Background: an optimization exercise with open tools, aiming at small area, a short achievable clock period and few clock cycles per item. Do not read the settings as production practice. Only simulation tests tie the RTL to the original design; equivalence was not proved. No activity file was given, so power comes from the tool's default toggle rates.

`design/flow/run.sh`:
```
#!/bin/bash
# synth_recipe.tcl (not shown) runs the flow's synth.tcl, then flattens the netlist and writes it again
# the make line also repeats each setting of config.mk as NAME=value (left out here)
make -C /OpenROAD-flow-scripts/flow DESIGN_CONFIG=/design/flow/config.mk WORK_HOME=/design/flow/orfs CLKGATE_MAP_FILE= SYNTH_SCRIPT=/design/flow/synth_recipe.tcl finish
```
`design/flow/config.mk`:
```
export PLATFORM = sky130hd
export DESIGN_NAME = rect_overlap_query_table
export DESIGN_NICKNAME = rect_overlap_query_table
export VERILOG_FILES = /design/flow/design.v
export SDC_FILE = /design/flow/constraint.sdc
export NUM_CORES = 4
export LEC_CHECK = 0
export CAP_MARGIN = 20
export CELL_PAD_IN_SITES_DETAIL_PLACEMENT = 1
export CELL_PAD_IN_SITES_GLOBAL_PLACEMENT = 1
export CORE_MARGIN = 2
export CORE_UTILIZATION = 30
export CTS_CLUSTER_DIAMETER = 70
export CTS_CLUSTER_SIZE = 30
export PLACE_DENSITY = 0.6
export SETUP_SLACK_MARGIN = 5.0
export SLEW_MARGIN = 20
```
`design/flow/constraint.sdc`:
```
create_clock -name core_clock -period 8.5 [get_ports {clk}]
set_input_delay 1.7000 -clock core_clock [delete_from_list [all_inputs] [get_ports {clk}]]
set_output_delay 1.7000 -clock core_clock [all_outputs]
set_load 0.01 [all_outputs]
```
`design/flow/design.v`:
```
package roqt_pkg;
	localparam int ID_W           = 5;
	localparam int IN_COORD_W     = 16;
	localparam int IN_SIZE_W      = 15;
	localparam int MAX_RECTS_DEF  = 32;
	localparam int COORD_BITS_DEF = 16;
	localparam logic [1:0] REQ_REGISTER = 2'd0;
	localparam logic [1:0] REQ_UPDATE   = 2'd1;
	localparam logic [1:0] REQ_QUERY    = 2'd2;
	localparam logic [1:0] ST_OK    = 2'd0;
	localparam logic [1:0] ST_FULL  = 2'd1;
	localparam logic [1:0] ST_UNREG = 2'd2;
endpackage
import roqt_pkg::*;
module rect_overlap_query_table #(
	parameter int MAX_RECTS  = roqt_pkg::MAX_RECTS_DEF,
	parameter int COORD_BITS = roqt_pkg::COORD_BITS_DEF
) (
	input  logic               clk,
	input  logic               arst_n,
	input  logic               req_valid,
	output logic               req_ready,
	input  logic [1:0]         req_type,
	input  logic [4:0]         req_entry_id,
	input  logic signed [15:0] req_pos_x,
	input  logic signed [15:0] req_pos_y,
	input  logic [14:0]        req_width,
	input  logic [14:0]        req_height,
	input  logic               req_active,
	output logic               resp_valid,
	input  logic               resp_ready,
	output logic [1:0]         resp_kind,
	output logic [4:0]         resp_result_id,
	output logic               resp_hit_valid,
	output logic [1:0]         resp_status,
	output logic               resp_last
);
	localparam int N = 32;
	logic [N-1:0][15:0] e_x, e_y;    
	logic [N-1:0][16:0] e_r, e_t;    
	logic [N-1:0]       e_act;       
	logic [N-1:0] used_q;            
	logic [5:0]   count_q;
	logic         a_vld;
	logic [1:0]   a_type;
	logic [4:0]   a_id;
	logic [N-1:0] a_sel;
	logic [15:0]  a_x, a_y;
	logic [16:0]  a_r, a_t;
	logic         a_act;
	logic accept;
	assign accept = req_valid && req_ready;
	function automatic logic [16:0] add16(input logic [15:0] a, input logic [15:0] b);
		logic [15:0] g, p, gg, pp, c;
		g  = a & b;
		p  = a ^ b;
		gg = g;
		pp = p;
		for (int w = 1; w < 16; w = w * 2) begin
			for (int i = 15; i >= w; i--) begin
				gg[i] = gg[i] | (pp[i] & gg[i - w]);
				pp[i] = pp[i] & pp[i - w];
			end
		end
		c = {gg[14:0], 1'b0};
		add16 = {gg[15], p ^ c};
	endfunction
	always_ff @(posedge clk or negedge arst_n) begin
		if (!arst_n) a_vld <= 1'b0;
		else         a_vld <= accept && (req_type != 2'd3);
	end
	always_ff @(posedge clk) begin
		a_type <= req_type;
		a_id   <= req_entry_id;
		a_sel  <= N'(1) << req_entry_id;
		a_x    <= {~req_pos_x[15], req_pos_x[14:0]};
		a_y    <= {~req_pos_y[15], req_pos_y[14:0]};
		a_r    <= add16({~req_pos_x[15], req_pos_x[14:0]}, {1'b0, req_width});
		a_t    <= add16({~req_pos_y[15], req_pos_y[14:0]}, {1'b0, req_height});
		a_act  <= req_active;
	end
	logic a_reg, a_upd, a_qry, a_full, a_idok, a_inc;
	logic [N-1:0] a_we, used_n, cnt_sel_n, we_n;
	logic [1:0]   a_stat;
	logic [4:0]   a_rid;
	assign a_reg     = (a_type == REQ_REGISTER);
	assign a_upd     = (a_type == REQ_UPDATE);
	assign a_qry     = (a_type == REQ_QUERY);
	assign a_full    = used_q[N-1];
	assign a_idok    = |(a_sel & used_q);
	assign a_inc     = a_vld && a_reg && !a_full;
	assign used_n    = a_inc ? {used_q[N-2:0], 1'b1} : used_q;
	assign cnt_sel_n = ~used_n & {used_n[N-2:0], 1'b1};
	assign we_n      = ({N{accept && (req_type == REQ_REGISTER)}} & cnt_sel_n) |
		({N{accept && (req_type == REQ_UPDATE)}} & (N'(1) << req_entry_id) & used_n);
	always_ff @(posedge clk or negedge arst_n) begin
		if (!arst_n) a_we <= '0;
		else         a_we <= we_n;
	end
	assign a_stat    = a_reg ? (a_full ? ST_FULL : ST_OK) : (a_idok ? ST_OK : ST_UNREG);
	assign a_rid     = a_reg ? (a_full ? 5'd0 : count_q[4:0]) : (a_idok ? a_id : 5'd0);
	always_ff @(posedge clk or negedge arst_n) begin
		if (!arst_n) begin
			count_q <= '0;
			used_q  <= '0;
		end else if (a_inc) begin
			count_q <= count_q + 6'd1;
			used_q  <= {used_q[N-2:0], 1'b1};
		end
	end
	genvar gi;
	generate
		for (gi = 0; gi < N; gi++) begin : g_ent
			always_ff @(posedge clk) begin
				if (a_we[gi]) begin
					e_x[gi]   <= a_x;
					e_y[gi]   <= a_y;
					e_r[gi]   <= a_r;
					e_t[gi]   <= a_t;
					e_act[gi] <= a_act;
				end
			end
		end
	endgenerate
	logic [15:0]  s_x, s_y;
	logic [16:0]  s_r, s_t;
	always_comb begin
		s_x = '0; s_y = '0; s_r = '0; s_t = '0;
		for (int i = 0; i < N; i++) begin
			s_x = s_x | ({16{a_sel[i]}} & e_x[i]);
			s_y = s_y | ({16{a_sel[i]}} & e_y[i]);
			s_r = s_r | ({17{a_sel[i]}} & e_r[i]);
			s_t = s_t | ({17{a_sel[i]}} & e_t[i]);
		end
	end
	logic         b_vld;
	logic [1:0]   b_kind, b_stat;
	logic [4:0]   b_id;
	logic [4:0]   b_q;
	logic         b_qok;
	logic [15:0]  b_x, b_y;
	logic [16:0]  b_r, b_t;
	always_ff @(posedge clk or negedge arst_n) begin
		if (!arst_n) b_vld <= 1'b0;
		else         b_vld <= a_vld;
	end
	always_ff @(posedge clk) begin
		b_kind <= a_type;
		b_stat <= a_stat;
		b_id   <= a_rid;
		b_q    <= a_id;
		b_qok  <= a_qry && a_idok;
		b_x    <= s_x;
		b_y    <= s_y;
		b_r    <= s_r;
		b_t    <= s_t;
	end
	function automatic logic le17(input logic [16:0] a, input logic [16:0] b);
		logic [31:0] g, l;
		g = '0;
		l = '0;
		g[16:0] = a & ~b;
		l[16:0] = ~a & b;
		for (int w = 1; w < 32; w = w * 2) begin
			for (int i = 0; i < 32; i = i + 2 * w) begin
				g[i] = g[i + w] | (~l[i + w] & g[i]);
				l[i] = l[i + w] | (~g[i + w] & l[i]);
			end
		end
		le17 = ~g[0];
	endfunction
	logic [N-1:0] b_c0, b_c1, b_c2, b_c3;
	always_comb begin
		for (int i = 0; i < N; i++) begin
			b_c0[i] = used_q[i] && e_act[i] && (b_q != 5'(i)) && le17({1'b0, b_x}, e_r[i]);
			b_c1[i] = le17({1'b0, e_x[i]}, b_r);
			b_c2[i] = le17({1'b0, b_y}, e_t[i]);
			b_c3[i] = le17({1'b0, e_y[i]}, b_t);
		end
	end
	logic         c_vld;
	logic [1:0]   c_kind, c_stat;
	logic [4:0]   c_id;
	logic         c_qok;
	logic [N-1:0] c_c0, c_c1, c_c2, c_c3, c_hit;
	always_ff @(posedge clk or negedge arst_n) begin
		if (!arst_n) c_vld <= 1'b0;
		else         c_vld <= b_vld;
	end
	always_ff @(posedge clk) begin
		c_kind <= b_kind;
		c_stat <= b_stat;
		c_id   <= b_id;
		c_qok  <= b_qok;
		c_c0   <= b_c0;
		c_c1   <= b_c1;
		c_c2   <= b_c2;
		c_c3   <= b_c3;
	end
	assign c_hit = c_c0 & c_c1 & c_c2 & c_c3;
	localparam int RW = 2 + 2 + 5 + 1 + N;
	logic [RW-1:0] push_data;
	logic          push;
	assign push      = c_vld;
	assign push_data = {c_kind, c_stat, c_id, c_qok, c_hit};
	logic [3:0][RW-1:0] f_data;
	logic [1:0] f_wr, f_rd;
	logic [2:0] f_cnt;
	logic          cur_vld;
	logic [1:0]    cur_kind, cur_stat;
	logic [4:0]    cur_id;
	logic          cur_qok;
	logic [N-1:0]  cur_h;
	logic          out_vld;
	logic [1:0]    out_kind, out_stat;
	logic [4:0]    out_id;
	logic          out_hit, out_last;
	logic free, emit, take_req, avail, take;
	logic [RW-1:0] head;
	logic [N-1:0]  h_rest, h_below;
	logic          h_any, h_two;
	logic          it_hit, it_last;
	logic [4:0]    it_id, h_low;
	always_comb begin
		logic [N-1:0] p;
		p = cur_h;
		for (int w = 1; w < N; w = w * 2) begin
			for (int i = N - 1; i >= w; i--) p[i] = p[i] | p[i - w];
		end
		h_below = ~{p[N-2:0], 1'b0};
	end
	assign h_rest = cur_h & ~h_below;
	always_comb begin
		logic [N-1:0] lowbit;
		lowbit = cur_h & h_below;
		for (int k = 0; k < 5; k++) begin
			h_low[k] = 1'b0;
			for (int i = 0; i < N; i++) begin
				if (((i >> k) & 1) == 1) h_low[k] = h_low[k] | lowbit[i];
			end
		end
	end
	always_comb begin
		logic [N-1:0] an, tw;
		an = cur_h;
		tw = '0;
		for (int w = 1; w < N; w = w * 2) begin
			for (int i = 0; i < N; i = i + 2 * w) begin
				tw[i] = tw[i] | tw[i + w] | (an[i] & an[i + w]);
				an[i] = an[i] | an[i + w];
			end
		end
		h_any = an[0];
		h_two = tw[0];
	end
	assign it_hit  = cur_qok && h_any;
	assign it_id   = cur_qok ? h_low : cur_id;
	assign it_last = !cur_qok || !h_two;
	assign free     = !out_vld || resp_ready;
	assign emit     = cur_vld && free;
	assign take_req = !cur_vld || (emit && it_last);
	assign avail    = (f_cnt != 3'd0) || push;
	assign take     = take_req && avail;
	assign head     = (f_cnt != 3'd0) ? f_data[f_rd] : push_data;
	genvar gf;
	generate
		for (gf = 0; gf < 4; gf++) begin : g_fifo
			always_ff @(posedge clk) begin
				if (push && (f_wr == 2'(gf))) f_data[gf] <= push_data;
			end
		end
	endgenerate
	always_ff @(posedge clk or negedge arst_n) begin
		if (!arst_n) begin
			f_wr    <= 2'd0;
			f_rd    <= 2'd0;
			f_cnt   <= 3'd0;
			cur_vld <= 1'b0;
			out_vld <= 1'b0;
		end else begin
			if (push) f_wr <= f_wr + 2'd1;
			if (take) f_rd <= f_rd + 2'd1;
			f_cnt <= f_cnt + {2'b00, push} - {2'b00, take};
			if (take_req) cur_vld <= avail;
			if (emit) out_vld <= 1'b1;
			else if (resp_ready) out_vld <= 1'b0;
		end
	end
	always_ff @(posedge clk) begin
		if (take) begin
			{cur_kind, cur_stat, cur_id, cur_qok, cur_h} <= head;
		end else if (emit) begin
			cur_h <= h_rest;
		end
		if (emit) begin
			out_kind <= cur_kind;
			out_stat <= cur_stat;
			out_id   <= it_id;
			out_hit  <= it_hit;
			out_last <= it_last;
		end
	end
	logic       arrive, depart;
	logic [2:0] occ_q;
	logic       rdy_q;
	assign arrive = accept && (req_type != 2'd3);
	assign depart = emit && it_last;
	always_ff @(posedge clk or negedge arst_n) begin
		if (!arst_n) begin
			occ_q <= 3'd0;
			rdy_q <= 1'b1;
		end else begin
			occ_q <= occ_q + {2'b00, arrive} - {2'b00, depart};
			rdy_q <= (occ_q <= 3'd3) || ((occ_q == 3'd4) && (!arrive || depart)) ||
				((occ_q == 3'd5) && depart);
		end
	end
	assign req_ready      = rdy_q;
	assign resp_valid     = out_vld;
	assign resp_kind      = out_kind;
	assign resp_result_id = out_id;
	assign resp_hit_valid = out_hit;
	assign resp_status    = out_stat;
	assign resp_last      = out_last;
endmodule
```
==> results.toml, run 1 <==
[cells_and_area]
multi_input_area_um2 = 46300
layout.area.seq_um2 = 80000
utilization_pct = 34.5
drive_above_1_share_pct = 11.8
final_nets = 10700
syn_to_final_growth_pct = 14.4
layout.filler_cells = 45600

[synth]
synthFlopType = "edfxtp_1"
synth_edf_count = 2365
synth.ff_latch_count = 2775
synthArstFlopShare_pct = 3.06
ys_seq_area_share_pct = 61.8
avgSynthCellArea_um2 = 12.2
netlist_area_um2 = 129000
synthCells = 10600
synth.distinct_cells = 88
synth_fp_nets = 10700
yosys_warnings = 1

[floorplan]
io_pins = 87
dieArea_um2 = 435000
die_w_um = 659
core-area_um2 = 427000
start_util_pct = 30.1
fp-row-count = 240
dieHeight_um = 659

[sta]
hold_violations = 0
setup_violations = 0
period_share_pct = 41.9
grt_setup_unrepaired = "yes"
setup_tns_ns = 0
max_freq_mhz = 280
worst_pin_slew_ns = 1.30
skew_ns = 0.0879
maxSlewViolCount = 0
slew_headroom_pct = 13.4
period_needed_ns = 3.57

[flow_run]
drv_cap = 0

[clock_network]
cts.path.max_buffers = 4
cts_inserted_buffers = 216
insertion_delay_ns = 1.05
cts_tree = "done"
h-tree-depth = 4
clk_pin_slew_ns = 0.10
root_buffer = "clkbuf_16"
cts_hold_buf = 0
cts.sinks = 2775

[power]
power.density_nw_per_um2 = 238
peakVddDrop_uv = 181
power_leakage_nw = 47.7

[global_route]
grt_pass1_vias = 101000
overflow = 0
grt_first_pass_wirelength_um = 847000
grt_max_degree = 68
grt_usage_pct = 27.5
antenna_found_initial = 67

[detailed_routing]
ant_nets = 0
dr.pass1.iters = 6
remaining_drc_errors = 0
vias = 104000
drtIter0Drc = 17000
post_drt_via_cell_ratio = 6.31
wl_per_cell_um = 37.6
drt_wl_total_um = 622000

[worst_setup_path]
critPathLaunchType = "flop"
cp-end-kind = "flop"
critPathKind = "flop to flop"
critPathMaxFanout = 28
cp.arrival_ns = 4.47
worstPathRequired_ns = 9.41

[hold_path]
min_path_type = "flop to flop"

[status]
status = "timing/DRC/antenna clean"

[place]
place.port_buffers = 86
gp_congestion = 0.944
dpl.hpwl_um = 411000
metal layers:
metal,wire length (um),track usage (%),vias to the layer above
met4,36500,15.2,26
met2,260000,39.0,7296
met1,258000,38.9,53800
met3,67700,5.83,1351
met5,209,0,-
li1,-,-,41900
area by class of cell:
cell class | instances | share of cell area, %
Sequential cell | 2775 | 54.3
Multi-Input combinational cell | 6679 | 31.4
Tap cell | 5687 | 4.83
Clock buffer | 233 | 3.85
Timing Repair Buffer | 422 | 2.60
Clock inverter | 173 | 1.63
Inverter | 432 | 1.14
Antenna cell | 134 | 0.228
Timing Repair inverter | 8 | 0.0323
placed cells by master, fill, tap and decap left out, types with 56 or more instances in the layout:
| cell | synthesis | final |
|---|---|---|
| nand2_1 | 526 | 519 |
| diode_2 | 0 | 134 |
| nand4_1 | 141 | 141 |
| nor2_1 | 610 | 597 |
| o221ai_1 | 56 | 56 |
| nand3_1 | 191 | 191 |
| maj3_2 | 32 | 74 |
| dfxtp_1 | 325 | 243 |
| nor2b_1 | 120 | 117 |
| a21o_1 | 122 | 120 |
| o22ai_1 | 154 | 152 |
| a22o_1 | 162 | 161 |
| a221oi_1 | 190 | 183 |
| nand2b_1 | 131 | 130 |
| clkbuf_16 | 0 | 223 |
| buf_4 | 3 | 291 |
| maj3_1 | 574 | 532 |
| or4_1 | 73 | 72 |
| a22oi_1 | 825 | 825 |
| o21bai_1 | 56 | 56 |
| a2111o_1 | 67 | 67 |
| a31oi_1 | 143 | 134 |
| inv_1 | 409 | 400 |
| a21boi_0 | 62 | 57 |
| clkdlybuf4s50_1 | 0 | 64 |
| a21oi_1 | 750 | 740 |
| o21ai_0 | 643 | 598 |
| o211ai_1 | 72 | 72 |
| edfxtp_1 | 2365 | 2365 |
| o31ai_1 | 66 | 66 |
| mux2i_1 | 71 | 71 |
| nor3_1 | 73 | 70 |
worst paths after layout:
| kind | start | endpoint | slack [ns] | depth (start not counted) |
|---|---|---|---|---|
| max | b_t[0]$_DFF_P_ | c_c3[19]$_DFF_P_ | 4.93 | 11 |
| min | b_stat[0]$_SDFF_PN0_ | c_stat[0]$_DFF_P_ | 0.33 | 0 |
| max reg2reg | b_t[0]$_DFF_P_ | c_c3[19]$_DFF_P_ | 4.93 | 11 |
| min reg2reg | b_stat[0]$_SDFF_PN0_ | c_stat[0]$_DFF_P_ | 0.33 | 0 |
| max in group asynchronous | arst_n | a_we[2]$_DFF_PN0_ | 6.66 | 2 |
| min in group asynchronous | arst_n | f_rd[0]$_DFFE_PN0P_ | 0.56 | 1 |
timing repair:
action / CTS / global route
gates resized for setup: 284 / 176
buffers inserted: 43 / 29
gates cloned: 13 / 2
setup endpoints to repair: 236 / 114
pin swaps: 47 / 65
synth_stat cells (all sizes together), types with 151 or more instances:
cell    instances  share of area [%]
edfxtp       2365                 55
a22oi         825                4.8
a21oi         751                2.9
o21ai         684                2.7
nor2          610                1.8
maj3          606                4.7
clkbuf        540                1.6
nand2         526                1.5
inv           415                1.2
dfxtp         325                5.1
nand3         191               0.74
a221oi        190                1.3
a22o          162                1.1
o22ai         154               0.75
buf           151               0.46
through the flow:
| stage | hold WS (ns) | setup WS (ns) | cell area, um2 | power [mW] | std cells |
|---|---|---|---|---|---|
| 2_1_floorplan | 0.310 | 4.80 | 129000 | 20.0 | 10600 |
| 3_3_place_gp | 0.314 | 2.95 | 137000 | 22.6 | 15900 |
| 3_5_place_dp | 0.313 | 3.05 | 137000 | 22.8 | 15900 |
| 4_1_cts | 0.339 | 4.99 | 146000 | 34.7 | 16400 |
| 5_1_grt | 0.347 | 4.81 | 147000 | 35.9 | 16500 |
| 6_report | 0.330 | 4.93 | 147000 | 35.0 | 16500 |
power by group:
group / internal [mW] / switching [mW]
clock: 5.63 / 6.27
sequential: 15.6 / 1.04
combinational: 2.17 / 4.28
total: 23.4 / 11.6
critical path, stage by stage, from the launching register on:
cell,delay (ns)
dfxtp_4,0.49
nor2_2,0.12
buf_12,0.18
a21oi_1,0.15
a21oi_1,0.10
maj3_1,0.47
maj3_1,0.38
a21oi_1,0.17
o21ai_0,0.27
a222oi_1,0.69
nor2_1,0.22
o31ai_1,0.25
sequential cells by signal, summed over array words and instances, names as in the netlist, 17 cells and up:
register and cells:
c_c2 32, c_c3 32, a_we 32, e_r 544
b_t 17, cur_h 32, c_c1 32, f_data 168
e_y 512, e_x 512, b_r 17, c_c0 32
e_act 32, a_sel 32, used_q 32, a_r 17
e_t 544, a_t 17
kinds of logic after synthesis:
logic type	after synthesis	share of synthesized area [%]
adders and majority gates	650	5.19
AOI/OAI and AO/OA	3830	20.3
buffers and inverters	1123	3.30
and+or+nand+nor	2010	7.49
xor gates and xnor gates	33	0.224
DFF	2775	61.8
muxes	153	1.64
Testbench counts, summed over its fixed seeds: cycles 7,107, items 4,800.
==> run 2, diff against run 1 <==
--- a/design/flow/design.v
+++ b/design/flow/design.v
@@ -140,4 +140,4 @@
 	logic         b_qok;
-	logic [15:0]  b_x, b_y;
-	logic [16:0]  b_r, b_t;
+	logic [15:0]  b_x, b_y, b_nx, b_ny;    
+	logic [16:0]  b_r, b_t, b_nr, b_nt;
 	always_ff @(posedge clk or negedge arst_n) begin
@@ -156,4 +156,9 @@
 		b_t    <= s_t;
+		b_nx   <= ~s_x;
+		b_ny   <= ~s_y;
+		b_nr   <= ~s_r;
+		b_nt   <= ~s_t;
 	end
-	function automatic logic le17(input logic [16:0] a, input logic [16:0] b);
+	function automatic logic le17(input logic [16:0] a, input logic [16:0] an,
+			input logic [16:0] b, input logic [16:0] bn);
 		logic [31:0] g, l;
@@ -161,4 +166,4 @@
 		l = '0;
-		g[16:0] = a & ~b;
-		l[16:0] = ~a & b;
+		g[16:0] = a & bn;
+		l[16:0] = an & b;
 		for (int w = 1; w < 32; w = w * 2) begin
@@ -174,6 +179,7 @@
 		for (int i = 0; i < N; i++) begin
-			b_c0[i] = used_q[i] && e_act[i] && (b_q != 5'(i)) && le17({1'b0, b_x}, e_r[i]);
-			b_c1[i] = le17({1'b0, e_x[i]}, b_r);
-			b_c2[i] = le17({1'b0, b_y}, e_t[i]);
-			b_c3[i] = le17({1'b0, e_y[i]}, b_t);
+			b_c0[i] = used_q[i] && e_act[i] && (b_q != 5'(i)) &&
+				le17({1'b0, b_x}, {1'b1, b_nx}, e_r[i], ~e_r[i]);
+			b_c1[i] = le17({1'b0, e_x[i]}, {1'b1, ~e_x[i]}, b_r, b_nr);
+			b_c2[i] = le17({1'b0, b_y}, {1'b1, b_ny}, e_t[i], ~e_t[i]);
+			b_c3[i] = le17({1'b0, e_y[i]}, {1'b1, ~e_y[i]}, b_t, b_nt);
 		end
==> results.toml, run 2 <==
[status]
status = "timing/DRC/antenna clean"

[synth]
avgSynthCellArea_um2 = 11.5
synthFlopType = "edfxtp_1"
synthCells = 11600
synthArstFlopShare_pct = 3.00
synth_top_family_by_area = "compound AO/OA/AOI/OAI gates"
synthSimpleGateAreaFrac_pct = 8.24
synth.distinct_cells = 94
synth.area.mux_share_pct = 1.71
yosys.area_share.xor_xnor_pct = 0.210
ys_seq_area_share_pct = 60.7
yosys.area.top_type = "edfxtp_1"
synth.ff_latch_count = 2835
synth_area_leaders = "edfxtp_1 53%, a22oi_1 6.4%, dfxtp_1 5.8%, a21oi_1 4.8%, o21ai_0 3.6%"
synth_compound_area_share_pct = 25.2
synth_edf_count = 2365
netlist_area_um2 = 133000
post-synth-top-count-cell = "edfxtp_1"
synthTopCellsByCount = "2365 x edfxtp_1, 1289 x a21oi_1, 1132 x a22oi_1"
synth_fa_ha_area_share_pct = 0.436
yosys_warnings = 1
synth_fp_nets = 11700
synth_top_area_share_pct = 53.3

[global_route]
overflow = 0
grt_pass1_vias = 113000
grt_max_degree = 60
grt_usage_pct = 30.2
grt_first_pass_wirelength_um = 960000
antenna_found_initial = 76

[floorplan]
fp-row-count = 244
dieArea_um2 = 449000
core-area_um2 = 442000
start_util_pct = 30.1
dieHeight_um = 670
io_pins = 87
die_w_um = 670

[place]
place.port_buffers = 86
gp_congestion = 0.967
dp_slack_ns = 3.31
dpl_cell_area_um2 = 141000
dpl.hpwl_um = 477000

[power]
peakVddDrop_uv = 160
power.density_nw_per_um2 = 235
power_leakage_nw = 48.7
total_power_mw = 35.2

[cells_and_area]
reg_top3 = "e_r x544, e_t x544"
syn_to_final_growth_pct = 12.4
final_cell_mix = "2365 x edfxtp_1, 1285 x a21oi_1, 1132 x a22oi_1, 935 x o21ai_0, 534 x nor2_1"
mostFrequentLayoutCell = "edfxtp_1"
layout.filler_cells = 47800
final_nets = 11500
fin_area_um2 = 150000
drive_above_1_share_pct = 9.92

[worst_setup_path]
cp-end-kind = "flop"
critPathKind = "flop to flop"
worstPathRequired_ns = 9.33
cp.arrival_ns = 4.53
critPathLaunchType = "flop"
critPathMaxFanout = 33

[clock_network]
cts.path.max_buffers = 4
cts.sinks = 2835
cts_inserted_buffers = 189
insertion_delay_ns = 1.01
clk_pin_slew_ns = 0.11
cts_hold_buf = 0
h-tree-depth = 4
root_buffer = "clkbuf_16"
cts_tree = "done"

[sta]
hold_violations = 0
period_needed_ns = 3.70
setup_violations = 0
setup_tns_ns = 0
slew_headroom_pct = 14.4
period_share_pct = 43.6
maxSlewViolCount = 0
setup_ws_ns = 4.80
max_freq_mhz = 270
worst_pin_slew_ns = 1.28
grt_setup_unrepaired = "no"
skew_ns = 0.0700

[detailed_routing]
dr.pass1.iters = 10
post_drt_via_cell_ratio = 6.61
drtIter0Drc = 18900
wl_per_cell_um = 40.5
vias = 116000
remaining_drc_errors = 0
ant_nets = 0
drt_wl_total_um = 711000

[flow_run]
drv_cap = 0

[hold_path]
min_path_type = "flop to flop"
-- run 2: changes by cell type after synthesis, moves of 221 or more --
cell     change
a21oi_1    +539
a22oi_1    +307
maj3_1     -574
nor2b_1    +221
o21ai_0    +326
o22ai_1    +253
-- run 2: critical path: stages (launching register included) --
cell and delay (ns):
dfxtp_1 0.33, buf_4 0.39, nand2b_1 0.52, buf_4 0.41
o21ai_0 0.20, o21ai_0 0.44, a21o_1 0.33, a31oi_1 0.83
a21oi_1 0.09
-- run 2: what timing repair did --
action                                  in CTS  in global routing
pin swaps                                   21                 38
buffers inserted                            36                 21
gates resized for setup                    114                 80
endpoints found under the setup margin     151                 80
cloned                                       4                  5
endpoints found under the hold margin        0                  0
-- run 2: kinds of logic (layout without fill, tap and decap cells) --
| family | count (synthesis) | after routing |
|---|---|---|
| buf+inv | 1193 | 1194 |
| other cells | 0 | 51 |
| mux | 170 | 170 |
| fa+ha+maj | 44 | 44 |
| flops | 2835 | 2835 |
| simple gates | 2144 | 2147 |
| xor+xnor | 32 | 32 |
| compound gates | 5169 | 5169 |
-- run 2: final timing paths --
kind                                  from             endpoint  slack [ns]  cells past startpoint
min in group asynchronous           arst_n  f_rd[0]$_DFFE_PN0P_        0.69                      1
max                         b_y[8]$_DFF_P_     c_c2[19]$_DFF_P_        4.80                      8
min reg2reg                b_id[3]$_DFF_P_      c_id[3]$_DFF_P_        0.34                      0
min                        b_id[3]$_DFF_P_      c_id[3]$_DFF_P_        0.34                      0
max reg2reg                 b_y[8]$_DFF_P_     c_c2[19]$_DFF_P_        4.80                      8
max in group asynchronous           arst_n    a_we[2]$_DFF_PN0_        6.51                      2
-- run 2: power breakdown --
group	internal, mW	switching, mW
logic	2.25	4.92
registers	16.0	1.09
clock network	4.87	6.13
-- run 2: cell type report --
class	count	area [um2]	share of cell area [%]
Sequential cell	2835	81200	54.2
Multi-Input combinational cell	7562	48700	32.5
Tap cell	5904	7390	4.94
Clock buffer	206	4930	3.29
Timing Repair Buffer	460	3890	2.60
Clock inverter	147	2030	1.36
Inverter	381	1450	0.967
Antenna cell	51	128	0.0853
-- run 2: routing by layer --
metal / track usage (%) / vias to the layer above / routed length [um]
li1: - / 45600 / -
met1: 39.4 / 59700 / 271000
met2: 45.7 / 8650 / 309000
met3: 6.16 / 2005 / 77500
met4: 19.3 / 42 / 54400
met5: 0 / - / 292
-- run 2: stage by stage --
stage / std cells / hold slack, ns / util [%]
3_3_place_gp: 17100 / 0.318 / 31.9
5_1_grt: 17500 / 0.343 / 33.9
6_report: 17500 / 0.337 / 33.9
2_1_floorplan: 11600 / 0.310 / -
3_5_place_dp: 17100 / 0.315 / 31.9
4_1_cts: 17500 / 0.340 / 33.7
Testbench counts of run 2, summed over its fixed seeds: cycles 7,107, items 4,800.

==> re-timing with driven ports <==
The flow's constraints put no driver on any port. The routed layouts listed below were extracted and timed again, unchanged, in two steps.
Step 1 assumes that a clkbuf_16 drives the clock port and a buf_2 every other input.
Step 2 adds t to the input delays and takes it off the output delays; t is the mean of the earliest and latest rising clock arrival at the registers after step 1. Input paths then give back, and output paths get back, about the clock's delay inside the block.
Slacks: no drivers / after step 1 / after step 2; pairs: no drivers / after step 1.
run | t, ns | setup WS [ns] | clock arrival spread, ns
run 1 | 1.118 | 4.935 / 4.935 / 4.048 | 0.096 / 0.096
run 2 | 1.104 | 4.797 / 4.797 / 4.072 | 0.078 / 0.078
After both steps setup and hold are still met in every run listed. For run 1, which loses most, drivers alone change the setup slack by 0.000 ns; drivers and shift together by -0.887 ns.
